From an optimization exercise on the open Yosys and OpenROAD flow, aimed at small area; shortcuts taken in it are not production practice. At most, simulation tests tie the RTL to the original design; equivalence was not proved.

==> inputs of job 2161 <==
Design agu_pipe_stage, start of the top module:
module agu_pipe_stage
#(
  parameter int ADDR_W    = 64,
  parameter int NUM_CH    = 3,
  parameter int DISP_W    = 32,
  parameter int PAYLOAD_W = 256,
  parameter int DEPTH     = 2
) (
  input  logic                     clk,
  input  logic                     resetN,
  input  logic                     flushIn,
  input  logic                     inValid,
  output logic                     inReady,
  input  logic [PAYLOAD_W-1:0]     inPayload,
  input  logic [NUM_CH-1:0]        inMemAccess,
  input  logic [NUM_CH*ADDR_W-1:0] inBase,
  input  logic [NUM_CH*ADDR_W-1:0] inIndex,
  input  logic [NUM_CH-1:0]        inIndexValid,
  input  logic [NUM_CH*2-1:0]      inScale,
  input  logic [NUM_CH*DISP_W-1:0] inDisp,
  output logic                     outValid,
  input  logic                     outReady,
  output logic [PAYLOAD_W-1:0]     outPayload,
  output logic [NUM_CH-1:0]        outMemAccess,
  output logic [NUM_CH*ADDR_W-1:0] outAddr,
  output logic [NUM_CH-1:0]        outFault,
  output logic [31:0]              acceptedCount
);
==> module agu_entry_load, before the edit <==
module agu_entry_load
#(
  parameter int W = 1
) (
  input  logic         load_i,
  input  logic         hold_i,
  input  logic [W-1:0] new_i,
  input  logic [W-1:0] cur_i,
  output logic [W-1:0] next_o
);
  assign next_o = ({W{load_i}} & new_i) | ({W{hold_i}} & cur_i);
endmodule
==> module agu_pipe_stage, before the edit <==
module agu_pipe_stage
#(
  parameter int ADDR_W    = 64,
  parameter int NUM_CH    = 3,
  parameter int DISP_W    = 32,
  parameter int PAYLOAD_W = 256,
  parameter int DEPTH     = 2
) (
  input  logic                     clk,
  input  logic                     resetN,
  input  logic                     flushIn,
  input  logic                     inValid,
  output logic                     inReady,
  input  logic [PAYLOAD_W-1:0]     inPayload,
  input  logic [NUM_CH-1:0]        inMemAccess,
  input  logic [NUM_CH*ADDR_W-1:0] inBase,
  input  logic [NUM_CH*ADDR_W-1:0] inIndex,
  input  logic [NUM_CH-1:0]        inIndexValid,
  input  logic [NUM_CH*2-1:0]      inScale,
  input  logic [NUM_CH*DISP_W-1:0] inDisp,
  output logic                     outValid,
  input  logic                     outReady,
  output logic [PAYLOAD_W-1:0]     outPayload,
  output logic [NUM_CH-1:0]        outMemAccess,
  output logic [NUM_CH*ADDR_W-1:0] outAddr,
  output logic [NUM_CH-1:0]        outFault,
  output logic [31:0]              acceptedCount
);
  localparam int ENTRY_W = PAYLOAD_W + NUM_CH + NUM_CH*ADDR_W;
  logic [NUM_CH*ADDR_W-1:0] calc_sum;
  logic [ENTRY_W-1:0]       push_entry;
  logic [ENTRY_W-1:0]       ent0_q, ent1_q;
  logic        wr_ptr_q, rd_ptr_q, rd_ptr_n_q;
  logic [1:0]  count_q;
  logic [31:0] acc_cnt_q;
  logic        rdy_en_q;
  logic        push, pop;
  for (genvar c = 0; c < NUM_CH; c++) begin : g_ch
    agu_addr_calc u_calc (
      .base_i        (inBase[c*ADDR_W +: ADDR_W]),
      .index_i       (inIndex[c*ADDR_W +: ADDR_W]),
      .index_valid_i (inIndexValid[c]),
      .scale_i       (inScale[c*2 +: 2]),
      .disp_i        (inDisp[c*DISP_W +: DISP_W]),
      .sum_o         (calc_sum[c*ADDR_W +: ADDR_W])
    );
  end
  assign push_entry = {inPayload, inMemAccess, calc_sum};
  assign inReady  = rdy_en_q & ~count_q[1];
  assign outValid = (count_q != 2'd0);
  assign push     = inValid & inReady & ~flushIn;
  assign pop      = outValid & outReady & ~flushIn;
  always_ff @(posedge clk or negedge resetN) begin
    if (!resetN) begin
      wr_ptr_q  <= 1'b0;
      rd_ptr_q  <= 1'b0;
      rd_ptr_n_q <= 1'b1;
      count_q   <= 2'd0;
      rdy_en_q  <= 1'b0;
    end else begin
      rdy_en_q <= 1'b1;
      if (flushIn) begin
        wr_ptr_q <= 1'b0;
        rd_ptr_q <= 1'b0;
        rd_ptr_n_q <= 1'b1;
        count_q  <= 2'd0;
      end else begin
        if (push) begin
          wr_ptr_q <= ~wr_ptr_q;
        end
        if (pop) begin
          rd_ptr_q   <= ~rd_ptr_q;
          rd_ptr_n_q <= ~rd_ptr_n_q;
        end
        if (push & ~pop) count_q <= count_q + 2'd1;
        if (pop & ~push) count_q <= count_q - 2'd1;
      end
    end
  end
  logic        cnt_inc;
  logic [31:0] cnt_tog;
  assign cnt_inc = push & ~&acc_cnt_q;
  for (genvar i = 0; i < 32; i++) begin : g_cnt
    if (i == 0) assign cnt_tog[i] = cnt_inc;
    else        assign cnt_tog[i] = cnt_inc & (&acc_cnt_q[i-1:0]);
  end
  always_ff @(posedge clk or negedge resetN) begin
    if (!resetN) acc_cnt_q <= '0;
    else         acc_cnt_q <= acc_cnt_q ^ cnt_tog;
  end
  logic               ld0, ld1, hold0, hold1;
  logic [ENTRY_W-1:0] ent0_d, ent1_d;
  assign ld0   = ~count_q[1] & ~wr_ptr_q;
  assign ld1   = ~count_q[1] &  wr_ptr_q;
  assign hold0 = ~ld0;
  assign hold1 = ~ld1;
  agu_entry_load #(.W(ENTRY_W)) u_ld0 (
    .load_i (ld0), .hold_i (hold0), .new_i (push_entry), .cur_i (ent0_q), .next_o (ent0_d)
  );
  agu_entry_load #(.W(ENTRY_W)) u_ld1 (
    .load_i (ld1), .hold_i (hold1), .new_i (push_entry), .cur_i (ent1_q), .next_o (ent1_d)
  );
  always_ff @(posedge clk) begin
    ent0_q <= ent0_d;
    ent1_q <= ent1_d;
  end
  logic [ENTRY_W-1:0]       head;
  logic [NUM_CH-1:0]        head_mem;
  assign head     = ({ENTRY_W{rd_ptr_n_q}} & ent0_q) | ({ENTRY_W{rd_ptr_q}} & ent1_q);
  assign head_mem = head[NUM_CH*ADDR_W +: NUM_CH];
  assign outPayload   = head[ENTRY_W-1 -: PAYLOAD_W];
  assign outMemAccess = head_mem;
  for (genvar c = 0; c < NUM_CH; c++) begin : g_out
    logic [ADDR_W-1:0]         a;
    logic [ADDR_W-1:CANON_MSB] upper;
    logic                      s0, s1;
    assign s0    = rd_ptr_n_q & ent0_q[NUM_CH*ADDR_W + c];
    assign s1    = rd_ptr_q   & ent1_q[NUM_CH*ADDR_W + c];
    assign a     = ({ADDR_W{s0}} & ent0_q[c*ADDR_W +: ADDR_W]) | ({ADDR_W{s1}} & ent1_q[c*ADDR_W +: ADDR_W]);
    assign upper = a[ADDR_W-1:CANON_MSB];
    assign outAddr[c*ADDR_W +: ADDR_W] = a;
    assign outFault[c] = ~(&upper) & (|upper);
  end
  assign acceptedCount = acc_cnt_q;
endmodule
==> module agu_aoi222, before the edit <==
module agu_aoi222 (
  input  logic [2:0] sel_i,
  input  logic [2:0] idx_i,
  output logic       y_n_o
);
  assign y_n_o = ~|(sel_i & idx_i);
endmodule
==> module agu_nand2, before the edit <==
module agu_nand2 (
  input  logic a_i,
  input  logic b_i,
  output logic y_n_o
);
  assign y_n_o = ~(a_i & b_i);
endmodule
==> module agu_idx_sel, before the edit <==
module agu_idx_sel (
  input  logic [3:0] sel_i,
  input  logic [3:0] idx_i,
  output logic       y_o
);
  logic y012_n, y3_n;
  agu_aoi222 u_aoi  (.sel_i(sel_i[2:0]), .idx_i(idx_i[2:0]), .y_n_o(y012_n));
  agu_nand2  u_nand (.a_i(sel_i[3]), .b_i(idx_i[3]), .y_n_o(y3_n));
  assign y_o = ~(y012_n & y3_n);
endmodule
==> module agu_addr_calc, before the edit <==
module agu_addr_calc (
  input  logic [63:0] base_i,
  input  logic [63:0] index_i,
  input  logic        index_valid_i,
  input  logic [1:0]  scale_i,
  input  logic [31:0] disp_i,
  output logic [63:0] sum_o
);
  logic [3:0]  sel;
  logic [63:0] t_n;
  logic [63:0] sidx, dext, s, p;
  logic [63:1] c, g;
  logic [63:2] cy;
  assign dext   = {{32{disp_i[31]}}, disp_i};
  assign sel[0] = index_valid_i & (scale_i == 2'd0);
  assign sel[1] = index_valid_i & (scale_i == 2'd1);
  assign sel[2] = index_valid_i & (scale_i == 2'd2);
  assign sel[3] = index_valid_i & (scale_i == 2'd3);
  assign sidx[0] = sel[0] & index_i[0];
  assign sidx[1] = (sel[0] & index_i[1]) | (sel[1] & index_i[0]);
  assign sidx[2] = (sel[0] & index_i[2]) | (sel[1] & index_i[1]) | (sel[2] & index_i[0]);
  for (genvar i = 3; i < 64; i++) begin : g_sel
    agu_idx_sel u_sel (
      .sel_i (sel),
      .idx_i ({index_i[i-3], index_i[i-2], index_i[i-1], index_i[i]}),
      .y_o   (sidx[i])
    );
  end
  for (genvar i = 0; i < 64; i++) begin : g_csa
    if (i < 63) begin : g_fa
      agu_fa u_fa (.a_i(base_i[i]), .b_i(sidx[i]), .c_i(dext[i]), .s_o(s[i]), .co_o(c[i+1]));
    end else begin : g_fa_top
      logic unused_co;
      agu_fa u_fa (.a_i(base_i[i]), .b_i(sidx[i]), .c_i(dext[i]), .s_o(s[i]), .co_o(unused_co));
    end
  end
  assign p[0] = s[0];
  for (genvar i = 1; i < 63; i++) begin : g_pg
    agu_ha u_ha (.a_i(s[i]), .b_i(c[i]), .s_o(p[i]), .co_o(g[i]));
  end
  assign p[63] = s[63] ^ c[63];
  assign g[63] = 1'b0;   
  agu_carry_net u_cn (.p_i(p[62:1]), .g_i(g[62:1]), .cy_o(cy));
  assign sum_o = {p[63:2] ^ cy, p[1:0]};
endmodule
Settings: LEC_CHECK=0, CAP_MARGIN=20, CORE_MARGIN=2, CORE_UTILIZATION=40, CTS_CLUSTER_DIAMETER=150, CTS_CLUSTER_SIZE=24, SLEW_MARGIN=20, SYNTH_HIERARCHICAL=1; clock period 5.5 ns.
standard.sh (not shown) runs the stock make flow with config.mk's settings and CLKGATE_MAP_FILE= SYNTH_SCRIPT=/design/flow/synth_recipe.tcl, a recipe that flattens the netlist after the stock synthesis.
==> flow/flow/run.sh <==
#!/bin/bash
# Standard ORFS layout (the standard.sh, standard synthesis); the only change is the
# cell used to buffer the ports (buf_1 instead of the flow's default pick).
set -euo pipefail
bash standard.sh "BUFFER_PORTS_ARGS=-buffer_cell sky130_fd_sc_hd__buf_1" finish > standard_flow.log 2>&1
==> job 1947 (differences from job 2161) <==
--- a/flow/design.v
+++ b/flow/design.v
@@ -217,15 +217,29 @@
 endmodule
 import agu_pkg::*;
-module agu_entry_load
+module agu_sec_load
 #(
   parameter int W = 1
 ) (
-  input  logic         load_i,
-  input  logic         hold_i,
+  input  logic [W-1:0] load_i,
+  input  logic [W-1:0] hold_i,
   input  logic [W-1:0] new_i,
   input  logic [W-1:0] cur_i,
   output logic [W-1:0] next_o
 );
-  assign next_o = ({W{load_i}} & new_i) | ({W{hold_i}} & cur_i);
+  assign next_o = (load_i & new_i) | (hold_i & cur_i);
+endmodule
+module agu_head_load_n
+#(
+  parameter int W = 1
+) (
+  input  logic [W-1:0] load_i,
+  input  logic [W-1:0] shift_i,
+  input  logic [W-1:0] hold_i,
+  input  logic [W-1:0] new_i,
+  input  logic [W-1:0] sec_i,
+  input  logic [W-1:0] cur_i,
+  output logic [W-1:0] next_n_o
+);
+  assign next_n_o = ~((load_i & new_i) | (shift_i & sec_i) | (hold_i & cur_i));
 endmodule
 module agu_pipe_stage
@@ -258,8 +272,8 @@
 );
   localparam int ENTRY_W = PAYLOAD_W + NUM_CH + NUM_CH*ADDR_W;
+  localparam int MEM_LSB = NUM_CH*ADDR_W;
   logic [NUM_CH*ADDR_W-1:0] calc_sum;
   logic [ENTRY_W-1:0]       push_entry;
-  logic [ENTRY_W-1:0]       ent0_q, ent1_q;
-  logic        wr_ptr_q, rd_ptr_q, rd_ptr_n_q;
+  logic [ENTRY_W-1:0]       head_q, sec_q, head_n_d, sec_d;
   logic [1:0]  count_q;
   logic [31:0] acc_cnt_q;
@@ -283,24 +297,11 @@
   always_ff @(posedge clk or negedge resetN) begin
     if (!resetN) begin
-      wr_ptr_q  <= 1'b0;
-      rd_ptr_q  <= 1'b0;
-      rd_ptr_n_q <= 1'b1;
-      count_q   <= 2'd0;
-      rdy_en_q  <= 1'b0;
+      count_q  <= 2'd0;
+      rdy_en_q <= 1'b0;
     end else begin
       rdy_en_q <= 1'b1;
       if (flushIn) begin
-        wr_ptr_q <= 1'b0;
-        rd_ptr_q <= 1'b0;
-        rd_ptr_n_q <= 1'b1;
-        count_q  <= 2'd0;
+        count_q <= 2'd0;
       end else begin
-        if (push) begin
-          wr_ptr_q <= ~wr_ptr_q;
-        end
-        if (pop) begin
-          rd_ptr_q   <= ~rd_ptr_q;
-          rd_ptr_n_q <= ~rd_ptr_n_q;
-        end
         if (push & ~pop) count_q <= count_q + 2'd1;
         if (pop & ~push) count_q <= count_q - 2'd1;
@@ -319,35 +320,39 @@
     else         acc_cnt_q <= acc_cnt_q ^ cnt_tog;
   end
-  logic               ld0, ld1, hold0, hold1;
-  logic [ENTRY_W-1:0] ent0_d, ent1_d;
-  assign ld0   = ~count_q[1] & ~wr_ptr_q;
-  assign ld1   = ~count_q[1] &  wr_ptr_q;
-  assign hold0 = ~ld0;
-  assign hold1 = ~ld1;
-  agu_entry_load #(.W(ENTRY_W)) u_ld0 (
-    .load_i (ld0), .hold_i (hold0), .new_i (push_entry), .cur_i (ent0_q), .next_o (ent0_d)
+  logic sec_ld, sec_hold, head_ld, head_shift, head_hold;
+  assign sec_ld     = ~count_q[1];
+  assign sec_hold   = count_q[1];
+  assign head_ld    = (count_q == 2'd0) | ((count_q == 2'd1) & pop);
+  assign head_shift = count_q[1] & pop;
+  assign head_hold  = ~head_ld & ~head_shift;
+  logic [ENTRY_W-1:0] sec_ld_v, sec_hold_v, head_ld_v, head_shift_v, head_hold_v;
+  assign sec_hold_v  = {ENTRY_W{sec_hold}};
+  assign head_hold_v = {ENTRY_W{head_hold}};
+  assign sec_ld_v[ENTRY_W-1:MEM_LSB]     = {(ENTRY_W-MEM_LSB){sec_ld}};
+  assign head_ld_v[ENTRY_W-1:MEM_LSB]    = {(ENTRY_W-MEM_LSB){head_ld}};
+  assign head_shift_v[ENTRY_W-1:MEM_LSB] = {(ENTRY_W-MEM_LSB){head_shift}};
+  for (genvar c = 0; c < NUM_CH; c++) begin : g_sel
+    assign sec_ld_v[c*ADDR_W +: ADDR_W]     = {ADDR_W{sec_ld & inMemAccess[c]}};
+    assign head_ld_v[c*ADDR_W +: ADDR_W]    = {ADDR_W{head_ld & inMemAccess[c]}};
+    assign head_shift_v[c*ADDR_W +: ADDR_W] = {ADDR_W{head_shift & sec_q[MEM_LSB + c]}};
+  end
+  agu_sec_load #(.W(ENTRY_W)) u_sec (
+    .load_i (sec_ld_v), .hold_i (sec_hold_v), .new_i (push_entry), .cur_i (sec_q),
+    .next_o (sec_d)
   );
-  agu_entry_load #(.W(ENTRY_W)) u_ld1 (
-    .load_i (ld1), .hold_i (hold1), .new_i (push_entry), .cur_i (ent1_q), .next_o (ent1_d)
+  agu_head_load_n #(.W(ENTRY_W)) u_head (
+    .load_i (head_ld_v), .shift_i (head_shift_v), .hold_i (head_hold_v),
+    .new_i (push_entry), .sec_i (sec_q), .cur_i (head_q), .next_n_o (head_n_d)
   );
   always_ff @(posedge clk) begin
-    ent0_q <= ent0_d;
-    ent1_q <= ent1_d;
+    sec_q  <= sec_d;
+    head_q <= ~head_n_d;
   end
-  logic [ENTRY_W-1:0]       head;
-  logic [NUM_CH-1:0]        head_mem;
-  assign head     = ({ENTRY_W{rd_ptr_n_q}} & ent0_q) | ({ENTRY_W{rd_ptr_q}} & ent1_q);
-  assign head_mem = head[NUM_CH*ADDR_W +: NUM_CH];
-  assign outPayload   = head[ENTRY_W-1 -: PAYLOAD_W];
-  assign outMemAccess = head_mem;
-  for (genvar c = 0; c < NUM_CH; c++) begin : g_out
-    logic [ADDR_W-1:0]         a;
+  assign outPayload   = head_q[ENTRY_W-1 -: PAYLOAD_W];
+  assign outMemAccess = head_q[MEM_LSB +: NUM_CH];
+  assign outAddr      = head_q[NUM_CH*ADDR_W-1:0];
+  for (genvar c = 0; c < NUM_CH; c++) begin : g_fault
     logic [ADDR_W-1:CANON_MSB] upper;
-    logic                      s0, s1;
-    assign s0    = rd_ptr_n_q & ent0_q[NUM_CH*ADDR_W + c];
-    assign s1    = rd_ptr_q   & ent1_q[NUM_CH*ADDR_W + c];
-    assign a     = ({ADDR_W{s0}} & ent0_q[c*ADDR_W +: ADDR_W]) | ({ADDR_W{s1}} & ent1_q[c*ADDR_W +: ADDR_W]);
-    assign upper = a[ADDR_W-1:CANON_MSB];
-    assign outAddr[c*ADDR_W +: ADDR_W] = a;
+    assign upper       = head_q[c*ADDR_W + CANON_MSB +: ADDR_W - CANON_MSB];
     assign outFault[c] = ~(&upper) & (|upper);
   end
CORE_AREA = 2.3 2.72 351.7 351.28   (was unset)
CORE_MARGIN = unset   (was 2)
CORE_UTILIZATION = unset   (was 40)
CTS_BUF_LIST = sky130_fd_sc_hd__clkbuf_8   (was unset)
CTS_CLUSTER_DIAMETER = 100   (was 150)
CTS_CLUSTER_SIZE = 16   (was 24)
DIE_AREA = 0 0 354 354   (was unset)
GPL_TIMING_DRIVEN = 0   (was unset)
SETUP_SLACK_MARGIN = 0.1   (was unset)
==> job 959 (differences from job 2161) <==
--- a/flow/design.v
+++ b/flow/design.v
@@ -11,27 +11,17 @@
   } scale_e;
 endpackage
-module agu_aoi222 (
-  input  logic [2:0] sel_i,
-  input  logic [2:0] idx_i,
+module agu_sh1_n (
+  input  logic [1:0] sel_i,
+  input  logic [1:0] idx_i,
   output logic       y_n_o
 );
   assign y_n_o = ~|(sel_i & idx_i);
 endmodule
-module agu_nand2 (
-  input  logic a_i,
-  input  logic b_i,
-  output logic y_n_o
-);
-  assign y_n_o = ~(a_i & b_i);
-endmodule
-module agu_idx_sel (
-  input  logic [3:0] sel_i,
-  input  logic [3:0] idx_i,
+module agu_sh2 (
+  input  logic       sel_i,
+  input  logic [1:0] t_n_i,
   output logic       y_o
 );
-  logic y012_n, y3_n;
-  agu_aoi222 u_aoi  (.sel_i(sel_i[2:0]), .idx_i(idx_i[2:0]), .y_n_o(y012_n));
-  agu_nand2  u_nand (.a_i(sel_i[3]), .b_i(idx_i[3]), .y_n_o(y3_n));
-  assign y_o = ~(y012_n & y3_n);
+  assign y_o = ~(sel_i ? t_n_i[1] : t_n_i[0]);
 endmodule
 module agu_fa (
@@ -185,18 +175,21 @@
   logic [63:2] cy;
   assign dext   = {{32{disp_i[31]}}, disp_i};
-  assign sel[0] = index_valid_i & (scale_i == 2'd0);
-  assign sel[1] = index_valid_i & (scale_i == 2'd1);
-  assign sel[2] = index_valid_i & (scale_i == 2'd2);
-  assign sel[3] = index_valid_i & (scale_i == 2'd3);
-  assign sidx[0] = sel[0] & index_i[0];
-  assign sidx[1] = (sel[0] & index_i[1]) | (sel[1] & index_i[0]);
-  assign sidx[2] = (sel[0] & index_i[2]) | (sel[1] & index_i[1]) | (sel[2] & index_i[0]);
-  for (genvar i = 3; i < 64; i++) begin : g_sel
-    agu_idx_sel u_sel (
-      .sel_i (sel),
-      .idx_i ({index_i[i-3], index_i[i-2], index_i[i-1], index_i[i]}),
-      .y_o   (sidx[i])
+  assign sel[0] = index_valid_i & ~scale_i[0];
+  assign sel[1] = index_valid_i & scale_i[0];
+  assign sel[2] = scale_i[1];
+  assign sel[3] = 1'b0;   
+  assign t_n[0] = ~(sel[0] & index_i[0]);
+  for (genvar i = 1; i < 64; i++) begin : g_sh1
+    agu_sh1_n u_sh1 (
+      .sel_i ({sel[1], sel[0]}),
+      .idx_i ({index_i[i-1], index_i[i]}),
+      .y_n_o (t_n[i])
     );
   end
+  assign sidx[0] = ~sel[2] & ~t_n[0];
+  assign sidx[1] = ~sel[2] & ~t_n[1];
+  for (genvar i = 2; i < 64; i++) begin : g_sh2
+    agu_sh2 u_sh2 (.sel_i(sel[2]), .t_n_i({t_n[i-2], t_n[i]}), .y_o(sidx[i]));
+  end
   for (genvar i = 0; i < 64; i++) begin : g_csa
     if (i < 63) begin : g_fa
@@ -217,16 +210,4 @@
 endmodule
 import agu_pkg::*;
-module agu_entry_load
-#(
-  parameter int W = 1
-) (
-  input  logic         load_i,
-  input  logic         hold_i,
-  input  logic [W-1:0] new_i,
-  input  logic [W-1:0] cur_i,
-  output logic [W-1:0] next_o
-);
-  assign next_o = ({W{load_i}} & new_i) | ({W{hold_i}} & cur_i);
-endmodule
 module agu_pipe_stage
 #(
@@ -319,19 +300,7 @@
     else         acc_cnt_q <= acc_cnt_q ^ cnt_tog;
   end
-  logic               ld0, ld1, hold0, hold1;
-  logic [ENTRY_W-1:0] ent0_d, ent1_d;
-  assign ld0   = ~count_q[1] & ~wr_ptr_q;
-  assign ld1   = ~count_q[1] &  wr_ptr_q;
-  assign hold0 = ~ld0;
-  assign hold1 = ~ld1;
-  agu_entry_load #(.W(ENTRY_W)) u_ld0 (
-    .load_i (ld0), .hold_i (hold0), .new_i (push_entry), .cur_i (ent0_q), .next_o (ent0_d)
-  );
-  agu_entry_load #(.W(ENTRY_W)) u_ld1 (
-    .load_i (ld1), .hold_i (hold1), .new_i (push_entry), .cur_i (ent1_q), .next_o (ent1_d)
-  );
   always_ff @(posedge clk) begin
-    ent0_q <= ent0_d;
-    ent1_q <= ent1_d;
+    if (~count_q[1] & ~wr_ptr_q) ent0_q <= push_entry;
+    if (~count_q[1] &  wr_ptr_q) ent1_q <= push_entry;
   end
   logic [ENTRY_W-1:0]       head;
==> flow/flow/run.sh (replaced) <==
#!/bin/bash
# Standard ORFS layout (the standard.sh, standard synthesis) with three changes:
#  - ports are buffered with buf_1 instead of the flow's default pick;
#  - the floorplan step removes synthesis buffers instead of sizing up gates against
#    a wire-load estimate of the still unbuffered high-fanout nets;
#  - after global routing, cells on paths with positive slack are sized down.
set -euo pipefail
bash standard.sh \
  "BUFFER_PORTS_ARGS=-buffer_cell sky130_fd_sc_hd__buf_1" \
  REMOVE_ABC_BUFFERS=1 \
  RECOVER_POWER=100 \
  finish > standard_flow.log 2>&1
==> flow_metrics.py <==
metrics = {
    "layout": {
        "clkbuf_count": 51,
        "nMultiInputCombCells": 3202,
        "multi_input_area_mm2": 0.0277,
    },
    "power_and_ir_drop": {
        "maxPowerGroup": "registers",
        "total_power_uw": 23800,
    },
    "outcome": {
        "status": "no timing/DRC/antenna violations",
    },
    "synth": {
        "synth_compound_area_frac": 0.327,
    },
}
the above is filed under job 2161

==> flow_metrics.py <==
metrics = {
    "outcome": {
        "status": "failed layout checks",
        "so_faults": "capacitance limit, slew limit",
    },
    "sta": {
        "setup_tns_ns": 0,
        "drv_slew": 968,
    },
    "layout": {
        "clkbuf_count": 72,
        "multi_input_area_mm2": 0.0205,
    },
    "run": {
        "maxCapViolCount": 11,
    },
    "synth": {
        "synth_compound_area_frac": 0.177,
    },
    "power_and_ir_drop": {
        "total_power_uw": 21200,
        "maxPowerGroup": "registers",
    },
}
the above is filed under job 959

==> flow_metrics.py <==
metrics = {
    "layout": {
        "multi_input_area_mm2": 0.0244,
        "clk_share": 0.0222,
        "clkbuf_count": 74,
        "nMultiInputCombCells": 2748,
    },
    "placed_design": {
        "dp_hpwl_mm": 152,
    },
    "power_and_ir_drop": {
        "total_power_uw": 28600,
        "maxPowerGroup": "combinational cells",
    },
    "synth": {
        "synth_compound_area_frac": 0.284,
    },
    "outcome": {
        "status": "no timing/DRC/antenna violations",
    },
}
the above is filed under job 1947

Function not checked in job 2161 and job 959: the RTL went through the layout flow alone.

## re-timing with driven ports
In the flow no input, the clock included, has a driving cell. The finished layouts below were timed again as built, in two steps.
Step 1 (the two cells are an assumption about what drives the block):
set clk [get_ports {clk}]
set_driving_cell -lib_cell sky130_fd_sc_hd__clkbuf_16 $clk
set_driving_cell -lib_cell sky130_fd_sc_hd__buf_2 [delete_from_list [all_inputs] $clk]
Step 2 times the ports against the registers' clock, not the clock port: input delays grow and output delays shrink by t, the midpoint of the rising clock arrivals with the driver on.
a / b / c = ideal / step 1 / step 2; a / b = the first two.
| run | t, ns | slack for setup (ns) | worst data-port slew with drivers (ns) |
|---|---|---|---|
| job 2161 | 0.754 | 0.354 / 0.232 / -0.522 | 0.37 |
| job 1947 | 0.840 | 0.210 / 0.266 / -0.574 | 0.34 |
| job 959 | 0.748 | 0.249 / 0.238 / -0.452 | 0.27 |
The setup slack of job 2161, which loses most, moves by -0.122 ns with the drivers and by -0.876 ns with both steps.
